Source: an optimization exercise on an open RTL-to-GDS flow (aim: small area and a short achievable clock period). Production flows keep margins and buffers that such runs may drop.
No run shown here included a check of the RTL's function; only the layout flow was run.

==> flow/design.v (outline; a module is shown in full before it is edited, if it fits) <==
// module pressure_count_linearizer: 1788 lines
module pressure_count_linearizer (
    input  logic                  clk,
    input  logic                  rst_n,
    input  logic                  cfg_we,
    input  logic [pcl_pkg::CFG_IDX_W-1:0]  cfg_index,
    input  logic [pcl_pkg::CFG_DATA_W-1:0] cfg_data,
    input  logic                  start,
    output logic                  busy,
    input  logic [pcl_pkg::COUNT_W-1:0]    factory_count,
    input  logic [pcl_pkg::COUNT_W-1:0]    raw_count,
    output logic                  done,
    output logic [pcl_pkg::OUT_W-1:0]      pressure_utorr,
    output logic [pcl_pkg::RANGE_W-1:0]    display_range
);
  // ...
==> flow/flow/run.sh <==
#!/bin/bash
# Standard layout, with one netlist step between synthesis and floorplan:
# polfix.py picks the polarity of each full adder so that fewer inverters are
# needed (a full adder with all inputs inverted gives both outputs inverted).
# Registers, their names and cell types are those of the standard synthesis.
set -e
cd "$(dirname "$0")/.."
bash standard.sh synth > synth.log 2>&1
R=orfs/results/sky130hd/pressure_count_linearizer/base
cp $R/1_2_yosys.v 1_2_yosys.standard.v
python3 flow/polfix.py 1_2_yosys.standard.v $R/1_2_yosys.v > polfix.log 2>&1
touch $R/1_2_yosys.v
bash standard.sh SETUP_SLACK_MARGIN=8.3 finish > layout.log 2>&1
==> flow/flow/polfix.py <==
#!/usr/bin/env python3
"""Remove inverters around full adders in a flat Yosys netlist.

A full adder is self-dual: FA(~a,~b,~c) = (~sum, ~cout). So each full adder
may be used in either polarity, and an inverter is only needed where a
signal reaches a pin in the other polarity. This script removes the
inverters between cells, picks a polarity for every full adder by simulated
annealing to need as few inverters as possible, and puts back one inverter
per net that some pin needs inverted. Registers and other cells are kept as
they are.  usage: polfix.py IN.v OUT.v"""
import re, sys, random, math
from collections import defaultdict

src = open(sys.argv[1]).read()
src = re.sub(r'\(\*.*?\*\)', '', src)
src = re.sub(r'/\*.*?\*/', '', src, flags=re.S)
mod = re.search(r'module\s+(\S+)\s*\((.*?)\);(.*)endmodule', src, re.S)
top, portlist, body = mod.group(1), mod.group(2), mod.group(3)

decls, assigns, order = [], [], []
cells = {}
ports = set()
inst_re = re.compile(r'^(\S+)\s+(\S+)\s*\((.*)\)$', re.S)
for s in (x.strip() for x in body.split(';')):
    if not s:
        continue
    if s.startswith(('input', 'output', 'inout', 'wire', 'reg')):
        decls.append(s)
        if s.startswith(('input', 'output', 'inout')):
            for n in re.sub(r'\[.*?\]', '', s.split(None, 1)[1]).replace(',', ' ').split():
                ports.add(n)
        continue
    if s.startswith('assign'):
        assigns.append(s)
        continue
    m = inst_re.match(s)
    if not m:
        raise SystemExit('polfix: cannot parse: ' + s[:200])
    typ, name, conns = m.groups()
    pins = {}
    for pm in re.finditer(r'\.(\w+)\s*\(\s*(.*?)\s*\)\s*(?:,|$)', conns.strip(), re.S):
        pins[pm.group(1)] = pm.group(2)
    cells[name] = [typ, pins]
    order.append(name)

fixed = set()
for a in assigns:
    for tok in re.findall(r"[\\\w$.]+(?:\s*\[\d+\])?", a):
        fixed.add(tok.replace(' ', ''))
def isfixed(n):
    b = re.sub(r'\s*\[\d+\]$', '', n)
    return n in fixed or n in ports or b in ports or n.startswith("1'")

OUTP = {'X', 'Y', 'SUM', 'COUT', 'Q', 'Q_N', 'HI', 'LO'}
INV = re.compile(r'sky130_fd_sc_hd__(inv|clkinv)_\d+$')
FA = re.compile(r'sky130_fd_sc_hd__fa_\d+$')

drv = {}
for nm, (typ, pins) in cells.items():
    for p, n in pins.items():
        if p in OUTP:
            drv[n] = nm

# inverters whose output is not a port or an assign operand can go
removable = [c for c in order if INV.match(cells[c][0]) and not isfixed(cells[c][1]['Y'])]
def resolve(n):
    par = 0
    seen = 0
    while n in drv and drv[n] in rm_set and seen < 100:
        n = cells[drv[n]][1]['A']
        par ^= 1
        seen += 1
    return n, par
rm_set = set(removable)

# requirements: for every input pin of a kept cell, (net, parity)
req = {}
for nm in order:
    if nm in rm_set:
        continue
    typ, pins = cells[nm]
    for p, n in pins.items():
        if p in OUTP:
            continue
        req[(nm, p)] = resolve(n)
ninv0 = sum(1 for c in order if INV.match(cells[c][0]))

# cells whose output polarity can be swapped for a sibling cell type, with
# the area change in units of an inverter (3.75 um2)
SWAP = {
    'xor2_1': ('xnor2_1', 'X', 'Y', 0.0), 'xnor2_1': ('xor2_1', 'Y', 'X', 0.0),
    'nand2_1': ('and2_1', 'Y', 'X', 0.67), 'and2_1': ('nand2_1', 'X', 'Y', -0.67),
    'nor2_1': ('or2_1', 'Y', 'X', 0.67), 'or2_1': ('nor2_1', 'X', 'Y', -0.67),
    'a22oi_1': ('a22o_1', 'Y', 'X', 0.34), 'a22o_1': ('a22oi_1', 'X', 'Y', -0.34),
    'a21oi_1': ('a21o_1', 'Y', 'X', 0.67), 'a21o_1': ('a21oi_1', 'X', 'Y', -0.67),
    'o21ai_0': ('o21a_1', 'Y', 'X', 0.67), 'o21a_1': ('o21ai_0', 'X', 'Y', -0.67),
    'nand3_1': ('and3_1', 'Y', 'X', 0.34), 'and3_1': ('nand3_1', 'X', 'Y', -0.34),
    'nor3_1': ('or3_1', 'Y', 'X', 0.34), 'or3_1': ('nor3_1', 'X', 'Y', -0.34),
}
def swappable(c):
    t = cells[c][0]
    return t.startswith('sky130_fd_sc_hd__') and t[17:] in SWAP
fas = [c for c in order if FA.match(cells[c][0])]
gs = [c for c in order if c not in rm_set and swappable(c)]
gcost = {}
for c in gs:
    gcost[c] = SWAP[cells[c][0][17:]][3]
isfa = set(fas)
fas = fas + gs
fidx = {c: i for i, c in enumerate(fas)}
# terms: (a, b, p) with a, b FA indices or -1; inverter needed iff p ^ s[a] ^ s[b]
# group loads by (net, parity) since one inverter per net serves all its loads
terms = []
for (nm, p), (n, par) in req.items():
    a = fidx.get(drv.get(n), -1)
    b = fidx.get(nm, -1) if (p in ('A', 'B', 'CIN') and nm in isfa) else -1
    terms.append((a, b, par))
nf = len(fas)
inc = defaultdict(list)
for t, (a, b, p) in enumerate(terms):
    if a >= 0: inc[a].append(t)
    if b >= 0 and b != a: inc[b].append(t)
s = [0] * nf
def tcost(t):
    a, b, p = terms[t]
    return p ^ (s[a] if a >= 0 else 0) ^ (s[b] if b >= 0 else 0)
vcost = [gcost.get(c, 0.0) for c in fas]
def delta(i):
    d = vcost[i] * (1 - 2 * s[i])
    for t in inc[i]:
        d += 1 - 2 * tcost(t)
    return d
cost = sum(tcost(t) for t in range(len(terms))) + sum(vcost[i] * s[i] for i in range(nf))
best = cost; bests = s[:]
random.seed(1)
T = 2.0
iters = 400 * max(nf, 1)
for it in range(iters):
    T = 2.0 * (1 - it / iters) + 0.01
    i = random.randrange(nf) if nf else 0
    if not nf:
        break
    d = delta(i)
    if d <= 0 or random.random() < math.exp(-d / T):
        s[i] ^= 1
        cost += d
        if cost < best:
            best = cost; bests = s[:]
s = bests
# greedy clean-up
improved = True
while improved:
    improved = False
    for i in range(nf):
        if delta(i) < -1e-9:
            s[i] ^= 1; improved = True

# rebuild
for c in removable:
    order.remove(c)
    del cells[c]
flipped = {fas[i] for i in range(nf) if s[i]}
for c in flipped:
    if c in isfa:
        continue
    t = cells[c][0][17:]
    nt, op, np_, _ = SWAP[t]
    pins = cells[c][1]
    pins[np_] = pins.pop(op)
    cells[c][0] = 'sky130_fd_sc_hd__' + nt
invnet = {}
newwires = []
cnt = [0]
def inv_for(n):
    if n not in invnet:
        cnt[0] += 1
        y = f'_pf{cnt[0]}_'
        nm = f'_pfi{cnt[0]}_'
        cells[nm] = ['sky130_fd_sc_hd__inv_1', {'A': n, 'Y': y}]
        order.append(nm)
        newwires.append(y)
        invnet[n] = y
    return invnet[n]
for (nm, p), (n, par) in req.items():
    if nm not in cells:
        continue
    if n in drv and drv[n] in flipped:
        par ^= 1
    if nm in flipped and nm in isfa and p in ('A', 'B', 'CIN'):
        par ^= 1
    cells[nm][1][p] = inv_for(n) if par else n
ninv1 = sum(1 for c in order if INV.match(cells[c][0]))

def esc(n):
    return n + ' ' if n.startswith('\\') else n
out = [f'module {top}({portlist});']
for d in decls:
    out.append(f'  {d} ;')
for w in newwires:
    out.append(f'  wire {w};')
for a in assigns:
    out.append(f'  {a} ;')
for nm in order:
    typ, pins = cells[nm]
    out.append(f'  {typ} {nm} (' + ', '.join(f'.{p}({esc(n)})' for p, n in pins.items()) + ');')
out.append('endmodule')
open(sys.argv[2], 'w').write('\n'.join(out) + '\n')
print(f'polfix: {len(isfa)} full adders, {len(gs)} swappable gates, {len(flipped)} flipped, inverters {ninv0} -> {ninv1}', file=sys.stderr)
==> flow/standard.sh <==
#!/bin/bash
# synth_recipe.tcl (not shown) runs the flow's synth.tcl, then flattens the netlist and writes it again
# the make line also repeats each setting of config.mk as NAME=value (left out here)
make -C /OpenROAD-flow-scripts/flow DESIGN_CONFIG=/design/flow/config.mk WORK_HOME=/design/flow/orfs CLKGATE_MAP_FILE= SYNTH_SCRIPT=/design/flow/synth_recipe.tcl "${@:-finish}"
==> flow/config.mk <==
export PLATFORM = sky130hd
export DESIGN_NAME = pressure_count_linearizer
export DESIGN_NICKNAME = pressure_count_linearizer
export VERILOG_FILES = /design/flow/design.v
export SDC_FILE = /design/flow/constraint.sdc
export NUM_CORES = 4
export LEC_CHECK = 0
export CAP_MARGIN = 20
export CORE_MARGIN = 2
export CORE_UTILIZATION = 60
export SLEW_MARGIN = 20
==> flow/constraint.sdc <==
create_clock -name core_clock -period 12.0 [get_ports {clk}]
set_input_delay 2.4000 -clock core_clock [delete_from_list [all_inputs] [get_ports {clk}]]
set_output_delay 2.4000 -clock core_clock [all_outputs]
set_load 0.01 [all_outputs]
==> flow_metrics.py, run 1 <==
metrics = {
    "timing": {
        "hold_slack_ns": 0.352,
        "maxSlewHeadroom_pct": 31.4,
    },
    "placed_design": {
        "pre_cts_ws_ns": 7.32,
        "io_buffers": 88,
    },
    "clocking": {
        "clkSinkCount": 303,
        "cts_buffers": 34,
        "cts_tree": "built",
        "ctsResizeCount": 96,
    },
    "setup_path": {
        "cp_top_family": "simple AND/OR/NAND/NOR gates",
        "regToRegStartpoint": "s3_a[22]",
        "crit_chain": "ha_1, nand4_1, nor3_1, nand2_1, o211ai_2, a32oi_2, and2b_4, fa_2, nor3b_1, nand3_1, nor4_4, nand2_1, mux2i_1",
        "cpMaxStageDelayCell": "fa_2",
        "critical_path_peak_fanout": 8,
        "cp-end-kind": "flip-flop",
        "crit_required_ns": 12.47,
    },
    "drt": {
        "vias": 19200,
        "wl_per_cell_um": 24.5,
        "ant_nets": 0,
        "dr.max_layer_used": "met4",
    },
    "floorplan": {
        "rows": 72,
    },
    "final_layout": {
        "final_common_cell": "fa_1",
        "num-clock-buffers": 45,
        "diodes": 0,
        "multi_input_area_share_pct": 64.0,
        "buffers_excl_clock": 152,
        "seq_cells": 303,
        "layout_common_cells": "fa_1 (293), dfxtp_1 (258), a22oi_1 (188), nand2_1 (178), xnor2_1 (153)",
        "drive_above_1_share_pct": 9.76,
        "nNonClkInverters": 46,
    },
    "grt": {
        "top_usage_layer": "met2",
        "overflow": 0,
    },
    "outcome": {
        "outcome": "no timing/DRC/antenna violations",
    },
    "flow_run": {
        "cap_violations": 0,
    },
    "worst_hold_path": {
        "holdPathEnd": "s3_valid",
    },
}
==> run 2, diff against run 1 <==
--- a/flow/design.v
+++ b/flow/design.v
@@ -19,40 +19,52 @@
     output logic                  done,
     output logic [pcl_pkg::OUT_W-1:0]      pressure_utorr,
     output logic [pcl_pkg::RANGE_W-1:0]    display_range
 );
     assign busy = 1'b0;
     logic               mode_r;
     logic signed [10:0] ot_r;
     logic signed [14:0] om_r;
+    logic               we_t, we_m;
+    logic [14:0]        cfg_d;
     logic signed [10:0] ot_raw, ot_cl;
     logic signed [14:0] om_raw, om_cl;
+    always_ff @(posedge clk or negedge rst_n) begin
+        if (!rst_n) begin
+            mode_r <= 1'b0;
+            we_t   <= 1'b0;
+            we_m   <= 1'b0;
+        end else begin
+            if (cfg_we && cfg_index == 2'd0)
+                mode_r <= cfg_data[0];
+            we_t <= cfg_we && cfg_index == 2'd1;
+            we_m <= cfg_we && cfg_index == 2'd2;
+        end
+    end
+    always_ff @(posedge clk) begin
+        cfg_d <= cfg_data;
+    end
     always_comb begin
-        ot_raw = $signed(cfg_data[10:0]);
-        om_raw = $signed(cfg_data[14:0]);
+        ot_raw = $signed(cfg_d[10:0]);
+        om_raw = $signed(cfg_d[14:0]);
         if (ot_raw > 11'sd700)       ot_cl = 11'sd700;
         else if (ot_raw < -11'sd700) ot_cl = -11'sd700;
         else                         ot_cl = ot_raw;
         if (om_raw > 15'sd10000)       om_cl = 15'sd10000;
         else if (om_raw < -15'sd10000) om_cl = -15'sd10000;
         else                           om_cl = om_raw;
     end
     always_ff @(posedge clk or negedge rst_n) begin
         if (!rst_n) begin
-            mode_r <= 1'b0;
-            ot_r   <= '0;
-            om_r   <= '0;
-        end else if (cfg_we) begin
-            case (cfg_index)
-                2'd0: mode_r <= cfg_data[0];
-                2'd1: ot_r   <= ot_cl;
-                2'd2: om_r   <= om_cl;
-                default: ;
-            endcase
+            ot_r <= '0;
+            om_r <= '0;
+        end else begin
+            if (we_t) ot_r <= ot_cl;
+            if (we_m) om_r <= om_cl;
         end
     end
     logic        s1_valid;
     logic        s1_mode;
     logic [15:0] s1_v;
     logic [2:0] sub;
     logic [12:0] grp;
     logic       sel;
@@ -1766,31 +1778,25 @@
     logic fa4_G71, fa4_P71;
     assign fa4_G71 = fa4_g36 | (fa4_p36 & fa4_G44);
     assign fa4_P71 = fa4_p36 & fa4_P44;
     logic fa4_G72, fa4_P72;
     assign fa4_G72 = fa4_g38 | (fa4_p38 & fa4_G53);
     assign fa4_P72 = fa4_p38 & fa4_P53;
     assign total = {(fa4_p39 ^ fa4_G72), (fa4_p38 ^ fa4_G53), (fa4_p37 ^ fa4_G71), (fa4_p36 ^ fa4_G44), (fa4_p35 ^ fa4_G70), (fa4_p34 ^ fa4_G52), (fa4_p33 ^ fa4_G69), (fa4_p32 ^ fa4_G38), (fa4_p31 ^ fa4_G68), (fa4_p30 ^ fa4_G51), (fa4_p29 ^ fa4_G67), (fa4_p28 ^ fa4_G43), (fa4_p27 ^ fa4_G66), (fa4_p26 ^ fa4_G50), (fa4_p25 ^ fa4_G65), (fa4_p24 ^ fa4_G39), (fa4_p23 ^ fa4_G64), (fa4_p22 ^ fa4_G49), (fa4_p21 ^ fa4_G63), (fa4_p20 ^ fa4_G42), (fa4_p19 ^ fa4_G62), (fa4_p18 ^ fa4_G48), (fa4_p17 ^ fa4_G61), (fa4_p16 ^ fa4_G36), (fa4_p15 ^ fa4_G60), (fa4_p14 ^ fa4_G47), (fa4_p13 ^ fa4_G59), (fa4_p12 ^ fa4_G41), (fa4_p11 ^ fa4_G58), (fa4_p10 ^ fa4_G46), (fa4_p9 ^ fa4_G57), (fa4_p8 ^ fa4_G31), (fa4_p7 ^ fa4_G56), (fa4_p6 ^ fa4_G45), (fa4_p5 ^ fa4_G55), (fa4_p4 ^ fa4_G21), (fa4_p3 ^ fa4_G54), (fa4_p2 ^ fa4_G1), (fa4_p1 ^ fa4_gc), (fa4_p0 ^ s3_c)};
     assign q = total[50:17];
-    logic [39:0] d_hi, d_mid;
-    logic lt_hi, lt_mid;
-    assign d_hi = s3_a + s3_b + {39'd0, s3_c} + 40'hfe8287bfc0;
-    assign d_mid = s3_a + s3_b + {39'd0, s3_c} + 40'hfffc2f7000;
-    assign lt_hi  = d_hi[39];
-    assign lt_mid = d_mid[39];
     logic        done_r;
     logic [32:0] p_r;
     logic [1:0]  rng_r;
     always_ff @(posedge clk or negedge rst_n) begin
         if (!rst_n) done_r <= 1'b0;
         else        done_r <= s3_valid;
     end
     always_ff @(posedge clk) begin
         p_r <= q[33] ? 33'd0 : q[32:0];
-        if (!lt_hi)      rng_r <= 2'd0;
-        else if (!lt_mid) rng_r <= 2'd1;
-        else             rng_r <= 2'd2;
+        if (q > 34'sd100000000)     rng_r <= 2'd0;
+        else if (q >= 34'sd1000000) rng_r <= 2'd1;
+        else                        rng_r <= 2'd2;
     end
     assign done           = done_r;
     assign pressure_utorr = p_r;
     assign display_range  = rng_r;
 endmodule
==> run 2 against run 1 <==
- count of clock-buffer cells in the layout rose by 3
- core utilization rose by 0.29 points
- sequential share of layout area rose by 1.6 points
- synthesized area fell by 2.2%
- die area fell by 2.2%
- global-route usage fell by 0.86 points
- critical path depth rose by 1
- sequential cell count rose by 17
- maximum frequency fell by 2.3%
- critical endpoint is now rng_r[0]
==> flow_metrics.py, run 2 <==
metrics = {
    "outcome": {
        "outcome": "no timing/DRC/antenna violations",
    },
    "grt": {
        "grt_pass1_wl_um": 108000,
        "grt_pass1_vias": 18500,
        "grt_max_degree": 54,
        "grt.total_usage_pct": 34.4,
        "overflow": 0,
        "antenna_found_initial": 2,
    },
    "logic_synthesis": {
        "ys.warnings.count": 1,
        "postSynthAreaPerCell_um2": 10.2,
        "syn-cell-area_um2": 23300,
        "postSynthCellCount": 2283,
        "synth_fp_nets": 2720,
    },
    "final_layout": {
        "top_register": "s2_ka",
        "seq_area_um2": 6610,
        "drive_above_1_share_pct": 11.2,
        "nFillCells": 2908,
        "largest_reg_flops": 43,
        "layout_common_cells": "fa_1 (292), dfxtp_1 (270), a22oi_1 (186), nand2_1 (147), xnor2_1 (137)",
        "synthToLayoutAreaGrowth_pct": 13.7,
        "final_nets": 2761,
        "top_regs": "s2_ka: 43 flops, s3_a: 40 flops, s3_b: 40 flops",
        "multi_input_area_um2": 16200,
        "final_common_cell": "fa_1",
        "diodes": 0,
        "postLayoutCellArea_um2": 26500,
    },
    "drt": {
        "ant_nets": 0,
        "wl_um": 70600,
        "drtIter0Drc": 2506,
        "vias_per_cell": 6.43,
        "drc": 0,
        "vias": 18400,
        "wl_per_cell_um": 24.6,
        "firstDrtPassIters": 9,
    },
    "timing": {
        "fin_crit_ns": 3.82,
        "maxSlewHeadroom_pct": 37.5,
        "setup_violations": 0,
        "fin_skew_ns": 0.0291,
        "worst_pin_slew_ns": 0.938,
        "setup_tns_ns": 0,
        "max_freq_mhz": 262,
        "fin_crit_sh_pct": 31.8,
        "maxSlewViolCount": 0,
        "hold_viol_final": 0,
        "grt_setup_unrepaired": "yes",
    },
    "setup_path": {
        "cp_top_family": "compound AO/OA/AOI/OAI gates",
        "crit_top_cell": "o211ai_1",
        "regToRegStartpoint": "s3_b[12]",
        "crit_arrival_ns": 4.26,
        "startpoint": "s3_b[12]",
        "worst-setup-path-type": "reg -> reg",
        "crit_required_ns": 12.44,
        "slowest_delay_ns": 0.58,
        "critical_path_peak_fanout": 2,
        "critPathBufInv": 1,
        "cp-end-kind": "flip-flop",
        "cpMaxStageDelayCell": "fa_2",
        "crit_chain": "ha_1, o211ai_1, o211ai_1, a21oi_2, buf_4, o22ai_4, o221ai_4, a211o_1, o21a_1, fa_2, nand2_2, nor4_4, a31oi_4, o311a_1",
        "startpoint_type": "flip-flop",
    },
    "clocking": {
        "cts_tree": "built",
        "h-tree-depth": 2,
        "max-clock-path-buffers": 3,
        "ctsRootBufferMaster": "clkbuf_16",
        "clkSinkCount": 320,
        "clk_latency_ns": 0.56,
        "path_clk_slew_ns": 0.06,
        "hold_buffers": 0,
        "cts_buffers": 35,
    },
    "floorplan": {
        "fp.dieArea_um2": 40400,
        "rows": 72,
        "die-width_um": 201,
        "core_um2": 38500,
        "die_y_um": 201,
        "ios": 90,
        "start_util_pct": 60.5,
    },
    "placed_design": {
        "io_buffers": 88,
        "place_congestion": 0.965,
        "place_area_um2": 24300,
        "hpwl_um": 50300,
    },
    "flow_run": {
        "cap_violations": 0,
    },
    "worst_hold_path": {
        "hold_class": "reg -> reg",
        "min_from": "s1_valid",
    },
}
run 2: changes by cell type in the layout (fill, tap and decap cells not counted), sizes merged, moves of 14 or more:
cell and delta:
dfxtp +15, nand2 -34, inv +41, and3 -14, nor2 -35, xnor2 -14, buf +16
run 2: worst paths after layout:
| check | to | slack [ns] | cells after the start |
|---|---|---|---|
| setup / recovery | rng_r[0] | 8.18 | 14 |
| hold reg to reg | s2_valid | 0.35 | 0 |
| min in group asynchronous | s1_valid | 2.24 | 2 |
| hold / removal | s2_valid | 0.35 | 0 |
| setup reg to reg | rng_r[0] | 8.18 | 14 |
| max in group asynchronous | om_r[3] | 9.47 | 2 |
run 2: cell type report:
class,instances,area share [%]
clock buffer,48,3.73
clock inverter,14,0.568
inverter,88,1.32
multi-input combinational,1709,61.1
sequential,320,25.0
tap,518,2.45
timing repair buffer,169,5.85
timing repair inverter,1,0.0284
run 2: timing repair:
action	4_1_cts	5_1_grt
pin swaps	13	26
cloned	3	3
buffers inserted	33	20
resized for setup	94	60
endpoints found under the setup margin	171	56
run 2: stage by stage:
stage,instances,util (%),setup WS [ns],hold slack [ns]
finish,2867,68.8,8.18,0.352
floorplan,2283,-,8.35,0.331
global route,2867,68.8,8.03,0.365
CTS,2844,67.5,8.28,0.353
global placement,2746,63.2,7.39,0.336
detailed placement,2746,63.2,7.35,0.340
run 2: routing by layer:
| metal | wire, µm | vias up | GRT usage (%) |
|---|---|---|---|
| met5 | 8 | - | 0 |
| met4 | 3070 | 2 | 11.7 |
| met3 | 7540 | 248 | 8.38 |
| met2 | 31900 | 1142 | 54.0 |
| met1 | 28200 | 9104 | 47.0 |
| li1 | - | 7944 | - |

-- separate check: timing with driven ports --
How much do the figures lean on ideal ports? The routed layouts below were timed once more, with nothing changed but the port constraints. Step 1 assumes that a clkbuf_16 drives the clock port and a buf_2 every other input. Step 2 also shifts input and output timing later by t, the mid clock arrival at the registers, as if the neighbouring blocks saw the same clock. a / b / c = ideal ports / drivers / drivers and shift; a / b = the first two.
run | shift t [ns] | setup slack, ns | hold slack, ns
run 1 | 0.603 | 8.270 / 8.270 / 7.783 | 0.352 / 0.352 / 0.352
run 2 | 0.601 | 8.183 / 8.183 / 7.800 | 0.352 / 0.352 / 0.352
After both steps setup and hold are still met in every run listed. The setup slack of run 1, which loses most, moves by 0.000 ns with the drivers and by -0.487 ns with both steps.
